Source: an optimization exercise on an open RTL-to-GDS flow (aim: small area, a short achievable clock period and few clock cycles per item). Production flows keep margins and buffers that such runs may drop. Only simulation tests tie the RTL to the original design; equivalence was not proved.

== run A ==
Design fft_dit_top, start of the top module:
module fft_dit_top (
   input  logic        clk,
   input  logic        rst_n,
   input  logic [15:0] in_x,
   input  logic        in_nd,
   output logic [15:0] out_x,
   output logic        out_nd,
   output logic        overflow
);
clock: 9.0 ns
lec_check: 0
abc_clock_period_in_ps: 3500
cap_margin: 20
core_margin: 2
core_utilization: 40
cts_buf_list: sky130_fd_sc_hd__clkbuf_4
cts_cluster_size: 12
setup_slack_margin: 5
slew_margin: 20
tns_end_percent: 20
standard.sh (not shown) runs the stock make flow with config.mk's settings and CLKGATE_MAP_FILE= SYNTH_SCRIPT=/design/flow/synth_recipe.tcl, a recipe that flattens the netlist after the stock synthesis.
==> flow/flow/run.sh <==
#!/bin/bash
set -euo pipefail
bash standard.sh SETUP_SLACK_MARGIN=5.65 finish > standard_flow.log 2>&1
Testbench counts of run A, summed over its fixed seeds: cycles 7,040, frames 384.
Here is what was changed in the inputs of run B compared with run A.
Settings: CORE_UTILIZATION: 40 -> 70; CTS_BUF_LIST: sky130_fd_sc_hd__clkbuf_4 -> unset; CTS_CLUSTER_SIZE: 12 -> unset; TNS_END_PERCENT: 20 -> unset; PLACE_DENSITY: unset -> 0.8.
==> flow/flow/run.sh <==
#!/bin/bash
set -euo pipefail
bash standard.sh SETUP_SLACK_MARGIN=5.5 finish > standard_flow.log 2>&1
--- outcome ---
- Summary of run B over run A: non-clock buffer instance count of the final layout higher; maximum clock frequency lower; count of clock-net buffers in the final layout lower; core utilization higher.
diff inputs: run B => run C
Settings: PLACE_DENSITY removed (was 0.8); TNS_END_PERCENT newly set to 20; CTS_BUF_LIST newly set to sky130_fd_sc_hd__clkbuf_4; CTS_CLUSTER_SIZE newly set to 12; CORE_UTILIZATION changed from 70 to 40.
==> flow/flow/run.sh <==
#!/bin/bash
set -euo pipefail
bash standard.sh SETUP_SLACK_MARGIN=5.4 finish > standard_flow.log 2>&1
### Flow results
Run C ends up with lower layout overhead on the synthesized area than run B does.
| final core area utilization | higher: run B |
Compared with run B, run C shows data arrival time at the worst-slack endpoint lower by 2.19 ns.
Ratio of final minimum period to clock period: lower on run C
On number of antenna violations at the first check in global routing: between run B and run C, it ends up lower for run C.
What run D does differently from run C at the input level:
Settings: clearing CTS_BUF_LIST, which used to be sky130_fd_sc_hd__clkbuf_4; clearing CTS_CLUSTER_SIZE, which used to be 12.
==> flow/flow/run.sh <==
#!/bin/bash
set -euo pipefail
bash standard.sh SETUP_SLACK_MARGIN=5.5 finish > standard_flow.log 2>&1
Findings:
| number of cells on the critical path | run D vs run C | 8 higher |
As far as hold slack is concerned, run C and run D perform about the same.
Post-CTS setup buffer count, run D and run C: larger value in run D
When run D is set beside run C, its layout-stage area growth over the synthesis result turns out to be 1.3 points larger.
First-pass GRT wire length up 0.73% in run D wrt run C
[inputs] run E vs run D
Settings: putting CTS_CLUSTER_SIZE at 12 where nothing was set; putting CTS_BUF_LIST at sky130_fd_sc_hd__clkbuf_4 where nothing was set.
==> run notes <==
For run E and run D, there was not a single run that failed to finish clean. Of the two values seen for category of the most critical setup path, input port to register was produced by run D and register to register by run E. Measured against run E, the length of routed met3 wiring of run D comes out at 0.815 times the reference value. [compare] base=run D new=run E: cell count went up, routed wire length shows an increase of 0.61%, clock-pin slew on the worst setup and hold paths flat. Side by side, detailed-routing wirelength on met1 turned out lower in run E than in run D. Per the comparison of run E with run D, non-clock buffer count saw an increase. | register-to-register slack | run D vs run E | ≈ equal |. Between run D and run E, the flow reports total of clock buffers placed in the layout increasing by more than 100%.
--- input diff run E..run F ---
Settings: CTS_BUF_LIST no longer set, was sky130_fd_sc_hd__clkbuf_4; CTS_CLUSTER_SIZE no longer set, was 12; TNS_END_PERCENT no longer set, was 20.
Run F against run E: number of standard cells in the final layout excluding fillers -200, final clock period utilization by the worst path ~0 delta, maximum frequency ~0 delta.
Run F against run E: transition time of the tightest slew-check pin went down, half-perimeter wire length after detailed placement went down.

* * *

fft_dit_top, a different RTL version from the one above (not shown whole).
Size: ~790 flip-flops, ~43,000 µm² of cells after synthesis.
Settings: LEC_CHECK=0, ABC_CLOCK_PERIOD_IN_PS=3500, CAP_MARGIN=20, CORE_MARGIN=2, CORE_UTILIZATION=40, CTS_CLUSTER_DIAMETER=50, CTS_CLUSTER_SIZE=30, SETUP_SLACK_MARGIN=5, SLEW_MARGIN=20; clock period 9.0 ns.
==> flow/flow/run.sh <==
#!/bin/bash
set -euo pipefail
bash standard.sh SETUP_SLACK_MARGIN=5.5 finish > standard_flow.log 2>&1
Testbench counts at the start, summed over its fixed seeds: cycles 7,040, frames 384.
Next try:
==> flow/flow/run.sh (replaced) <==
#!/bin/bash
set -euo pipefail
bash standard.sh SETUP_SLACK_MARGIN=5.8 finish > standard_flow.log 2>&1
--- a/flow/config.mk
+++ b/flow/config.mk
@@ -11,4 +11,2 @@
 export CORE_UTILIZATION = 40
-export CTS_CLUSTER_DIAMETER = 50
-export CTS_CLUSTER_SIZE = 30
 export SETUP_SLACK_MARGIN = 5
The new run completed without violations. Wire length climbs by a few percent. Die area is unchanged. Sequential share of layout area went down by 1.6 points.
Next try:
==> flow/flow/run.sh (replaced) <==
#!/bin/bash
set -euo pipefail
bash standard.sh SETUP_SLACK_MARGIN=5.5 finish > standard_flow.log 2>&1
Setup slack got worse by 0.0088 ns.
Non-clock buffer count falls by 96.
Die area does not change.
Design area falls by a few percent.
Utilization falls by 1.9 points.
Worst hold slack hardly moves.
Critical path depth stays the same.
Wire length falls slightly.
Next try:
==> flow/run.sh (new file) <==
#!/bin/bash
# synth_recipe.tcl (not shown) runs the flow's synth.tcl, then flattens the netlist and writes it again
# the make line also repeats each setting of config.mk as NAME=value (left out here)
make -C /OpenROAD-flow-scripts/flow DESIGN_CONFIG=/design/flow/config.mk WORK_HOME=/design/flow/orfs CLKGATE_MAP_FILE= SYNTH_SCRIPT=/design/flow/synth_recipe.tcl finish
removed: flow/flow/run.sh
removed: flow/standard.sh
Result:
- The changed run went through all stages and came out clean
- synthesized cell count is unchanged
- die area is unchanged
- setup slack is worse by 0.35 ns
- clock-buffer cell count shrinks by 5

* * *

Another version of the RTL of fft_dit_top (not shown whole).
Size in the first run: roughly 3500 cells after synthesis, ~770 flip-flops, roughly 42000 sq um of cells after synthesis.
export LEC_CHECK = 0
export ABC_CLOCK_PERIOD_IN_PS = 3500
export CAP_MARGIN = 20
export CORE_MARGIN = 2
export CORE_UTILIZATION = 40
export CTS_BUF_LIST = sky130_fd_sc_hd__clkbuf_4
export CTS_CLUSTER_SIZE = 12
export SETUP_SLACK_MARGIN = 5
export SLEW_MARGIN = 20
create_clock -name core_clock -period 9.0 [get_ports {clk}]
==> flow/flow/run.sh <==
#!/bin/bash
set -euo pipefail
bash standard.sh SETUP_SLACK_MARGIN=5.5 finish > standard_flow.log 2>&1
The starting point completed with no timing, DRC or antenna violations.
Testbench counts at the start, summed over its fixed seeds: cycles 6,848, frames 384.
Edit:
CTS_BUF_LIST = not set   (was sky130_fd_sc_hd__clkbuf_4)
CTS_CLUSTER_SIZE = not set   (was 12)
The changed run finished clean.
Global-route usage drops by 0.21 points.
Die area is unchanged.
Design area came out higher slightly.
Worst setup slack gains 0.046 ns.
Non-clock buffer count drops by 7.
Area after synthesis stays the same.
Wire length shrinks slightly.
Edit:
==> flow/flow/run.sh (replaced) <==
#!/bin/bash
set -euo pipefail
bash standard.sh SETUP_SLACK_MARGIN=5.6 finish > standard_flow.log 2>&1
CTS_BUF_LIST = sky130_fd_sc_hd__clkbuf_4   (was not set)
CTS_CLUSTER_SIZE = 12   (was not set)
=>
- via count goes up by 2.7%
- setup slack got worse by 0.042 ns
- clock skew goes up by 0.049 ns
- non-clock buffer count goes up by 22
- synthesized cell count stays the same
- critical path depth is unchanged

* * *

maple:
fft_dit_top, a different RTL version from the one above (not shown whole).
For scale: ~3500 cells after synthesis, ~790 flip-flops.
// fft_dit_top
module fft_dit_top (
   input  logic        clk,
   input  logic        rst_n,
   input  logic [15:0] in_x,
   input  logic        in_nd,
   output logic [15:0] out_x,
   output logic        out_nd,
   output logic        overflow
);
   logic [3:0]  wcnt;        
   logic [15:0] d8 [8];
   logic [15:0] d4 [4];
   logic [15:0] d4x;         
   logic [15:0] c1s, c1d;
   bf_w0 u_bf0 (.a(d8[7]), .b(in_x), .s(c1s), .d(c1d));
   always_ff @(posedge clk) begin
      if (in_nd) begin
         d8[0] <= wcnt[3] ? c1d : in_x;
         for (int n = 1; n < 8; n++) d8[n] <= d8[n-1];
         d4[0] <= c1s;
         for (int n = 1; n < 4; n++) d4[n] <= d4[n-1];
      end
   end
   logic [15:0] c1s_q, c1d_q;
   logic        v;
   logic [3:0]  cnt;
   always_ff @(posedge clk) begin
      c1s_q <= c1s;
      c1d_q <= c1d;
      d4x   <= d4[3];
      cnt   <= wcnt;
   end
   always_ff @(posedge clk or negedge rst_n) begin
      if (!rst_n) begin
         v    <= 1'b0;
         wcnt <= '0;
      end else begin
         v <= in_nd;
         if (in_nd) wcnt <= wcnt + 4'd1;
      end
   end
   logic [15:0] g_in [4];
   bf_w0 u_bf1a (.a(d4x), .b(c1s_q), .s(g_in[0]), .d(g_in[2]));
   bf_w4 u_bf1b (.a(d8[4]), .b(c1d_q), .s(g_in[1]), .d(g_in[3]));
   logic [9:0]  xp_in [2], xq_in [2];
   always_comb begin
      xp_in[0] = {{2{g_in[1][7]}},  g_in[1][7:0]}  + {{2{g_in[1][15]}}, g_in[1][15:8]};
  ...
export LEC_CHECK = 0
export ABC_CLOCK_PERIOD_IN_PS = 2800
export CAP_MARGIN = 20
export CORE_MARGIN = 2
export CORE_UTILIZATION = 40
export CTS_BUF_LIST = sky130_fd_sc_hd__clkbuf_4
export CTS_CLUSTER_SIZE = 12
export SETUP_SLACK_MARGIN = 5
export SLEW_MARGIN = 20
create_clock -name core_clock -period 9.0 [get_ports {clk}]
==> flow/flow/run.sh <==
#!/bin/bash
set -euo pipefail
bash standard.sh SETUP_SLACK_MARGIN=5.5 finish > standard_flow.log 2>&1
Testbench counts of maple, summed over its fixed seeds: cycles 6,848, frames 384.
[inputs] amber vs maple
==> flow/config.mk <==
export PLATFORM = sky130hd
export DESIGN_NAME = fft_dit_top
export DESIGN_NICKNAME = fft_dit_top
export VERILOG_FILES = /design/flow/design.v
export SDC_FILE = /design/flow/constraint.sdc
export NUM_CORES = 4
export LEC_CHECK = 0
export ABC_CLOCK_PERIOD_IN_PS = 3500
export CAP_MARGIN = 20
export CORE_MARGIN = 2
export CORE_UTILIZATION = 50
export CTS_BUF_LIST = sky130_fd_sc_hd__clkbuf_4
export CTS_CLUSTER_SIZE = 12
export SETUP_SLACK_MARGIN = 5
export SLEW_MARGIN = 20
==> run notes <==
amber: done, clean on timing, DRC and antenna. maple: PASS, flow complete, no timing, DRC or antenna violations. amber vs maple: signed area change from the synthesized netlist to the final layout up in amber. [compare] base=maple new=amber: number of nets with antenna violations after detailed routing held steady; worst hold margin increased by 63 ps relative to the old numbers; number of gates given a new drive strength after cts went up by 19; register area about even. Between maple and amber, the difference in delay contributed by the slowest stage of the critical path is negligible.
What indigo does differently from amber at the input level:
==> flow/flow/run.sh <==
#!/bin/bash
set -euo pipefail
bash standard.sh SETUP_SLACK_MARGIN=5.7 finish > standard_flow.log 2>&1
-- flow/config.mk --
<<< amber, line 9
export CAP_MARGIN = 20
export CORE_MARGIN = 2
export CORE_UTILIZATION = 50
export CTS_BUF_LIST = sky130_fd_sc_hd__clkbuf_4
export CTS_CLUSTER_SIZE = 12
>>> indigo, line 9
export CAP_MARGIN = 20
export CORE_MARGIN = 2
export CORE_UTILIZATION = 40
export CTS_BUF_LIST = sky130_fd_sc_hd__clkbuf_4
export CTS_CLUSTER_SIZE = 12
## What came out
Diff amber -> indigo | count of clock-buffer cells in the layout | down by a few percent
Diff amber and indigo: effective utilization at floorplan lower in indigo
A dominant kind of cell of multi-input combinational cells is what indigo shows, while registers belongs to amber.
indigo: done, clean on timing, DRC and antenna
amber → indigo: vertical die dimension rose about 12%.
Edits applied to the flow inputs when going from indigo to yarrow:
==> flow/flow/run.sh <==
#!/bin/bash
set -euo pipefail
bash standard.sh SETUP_SLACK_MARGIN=5.5 finish > standard_flow.log 2>&1
Findings:
yarrow -> indigo: cell count of the worst hold path delta 0, exact match. Fraction of the cycle the final worst path needs, yarrow and indigo, lower one = yarrow. Between yarrow and indigo, the average wire per standard cell is lower for yarrow. indigo → yarrow: post-CTS setup repair buffer count went down 42; maximum level of the CTS H-tree did not really move. Global-route met3 utilization: lower on yarrow. Relative to indigo, the maximum achievable frequency of yarrow is higher by 2.2%. The final core area utilization reported for yarrow is smaller than that of indigo by 0.99 points.
Relative to yarrow, the following input files were edited for quartz:
-- flow/config.mk --
<<< yarrow, line 14
export SETUP_SLACK_MARGIN = 5
export SLEW_MARGIN = 20
>>> quartz, line 14
export SETUP_SLACK_MARGIN = 5
export SLEW_MARGIN = 20
export TNS_END_PERCENT = 20
==> run notes <==
- Register area of quartz is on par with yarrow.
- Reported for yarrow and quartz, count of hold buffers inserted by post-cts repair turned out identical to the last digit.
- quartz ended with less area overhead of the layout relative to synthesis than yarrow.
- quartz reached the final stage; the timing, DRC and antenna checks on its layout passed.
- Compared with yarrow, in quartz routed length on met3 picked up an extra 1500 um; global-route usage over all layers was more or less identical.

* * *

Another version of the RTL of fft_dit_top (not shown whole).
For scale: ~3200 cells after synthesis, roughly 730 flip-flops, about 0.040 sq mm of cells after synthesis.
Settings: LEC_CHECK=0, ABC_CLOCK_PERIOD_IN_PS=3500, CAP_MARGIN=20, CORE_MARGIN=2, CORE_UTILIZATION=60, CTS_BUF_LIST=sky130_fd_sc_hd__clkbuf_4 sky130_fd_sc_hd__clkbuf_8, CTS_CLUSTER_SIZE=30, PLACE_DENSITY=0.72, SETUP_SLACK_MARGIN=5, SLEW_MARGIN=20; clock period 9.0 ns.
run.sh (not shown) runs the stock make flow with config.mk's settings and CLKGATE_MAP_FILE= SYNTH_SCRIPT=/design/flow/synth_recipe.tcl, a recipe that flattens the netlist after the stock synthesis.
Stock flow here: none of the scripts above is used.
The first run produced a clean layout.
Testbench counts at the start, summed over its fixed seeds: cycles 7,040, frames 384.
==> next run, changes <==
Settings changed: ABC_AREA set to 1, CORE_UTILIZATION 60 to 40, CTS_BUF_LIST sky130_fd_sc_hd__clkbuf_4 sky130_fd_sc_hd__clkbuf_8 to unset, CTS_CLUSTER_SIZE 30 to unset, PLACE_DENSITY 0.72 to unset.
Via count climbs by about a fifth.
Routed wire length came out higher by roughly a tenth.
Synthesized area climbs by a few percent.
Setup slack improves by 0.072 ns.
Clock skew came out lower by 0.019 ns.
Utilization fell by 22 points.
Count of clock-buffer cells in the layout fell by 66.

==> re-timing with driven ports <==
No port has a modelled driver above. Below, the same layouts with a new extraction and two added sets of constraints. Step 1 sets driving cells, clkbuf_16 on the clock port and buf_2 on the other inputs (assumed; they add their load-dependent delay and slew). Step 2, shift: input delay + t, output delay - t, t = (earliest + latest rising clock arrival at the registers) / 2. This alone moves slack from input paths to output paths. Three values: no drivers, after step 1, after step 2; two values: the first two.
run | shift t [ns] | setup slack, ns | latest minus earliest clock arrival (ns)
run A | 1.079 | 5.429 / 5.429 / 4.777 | 0.100 / 0.100
run B | 0.696 | 5.296 / 5.296 / 4.867 | 0.024 / 0.023
run C | 1.158 | 5.311 / 5.243 / 4.734 | 0.104 / 0.104
run D | 0.699 | 5.445 / 5.449 / 4.789 | 0.043 / 0.043
run E | 1.125 | 5.447 / 5.447 / 4.754 | 0.090 / 0.089
run F | 0.705 | 5.454 / 5.454 / 4.944 | 0.047 / 0.048
the first run of note 2 | 0.723 | 5.528 / 5.528 / 4.929 | 0.068 / 0.068
the second run of note 2 | 0.727 | 5.516 / 5.516 / 5.183 | 0.045 / 0.044
the third run of note 2 | 0.714 | 5.507 / 5.507 / 4.913 | 0.053 / 0.054
the fourth run of note 2 | 0.718 | 5.154 / 5.154 / 4.734 | 0.047 / 0.048
the first run of note 3 | 1.147 | 5.446 / 5.446 / 4.665 | 0.088 / 0.088
the second run of note 3 | 0.716 | 5.492 / 5.492 / 4.957 | 0.036 / 0.035
the third run of note 3 | 1.139 | 5.450 / 5.450 / 4.664 | 0.086 / 0.087
maple | 1.174 | 5.406 / 5.406 / 4.619 | 0.101 / 0.100
amber | 1.166 | 5.315 / 5.315 / 4.680 | 0.095 / 0.095
indigo | 1.103 | 5.326 / 5.326 / 4.658 | 0.092 / 0.092
yarrow | 1.174 | 5.406 / 5.406 / 4.619 | 0.101 / 0.100
quartz | 1.139 | 5.286 / 5.220 / 4.655 | 0.107 / 0.107
the first run of note 5 | 0.814 | 5.019 / 5.019 / 5.019 | 0.062 / 0.062
the second run of note 5 | 0.714 | 5.091 / 5.091 / 5.091 | 0.041 / 0.041
After both steps setup and hold are still met in every run listed.
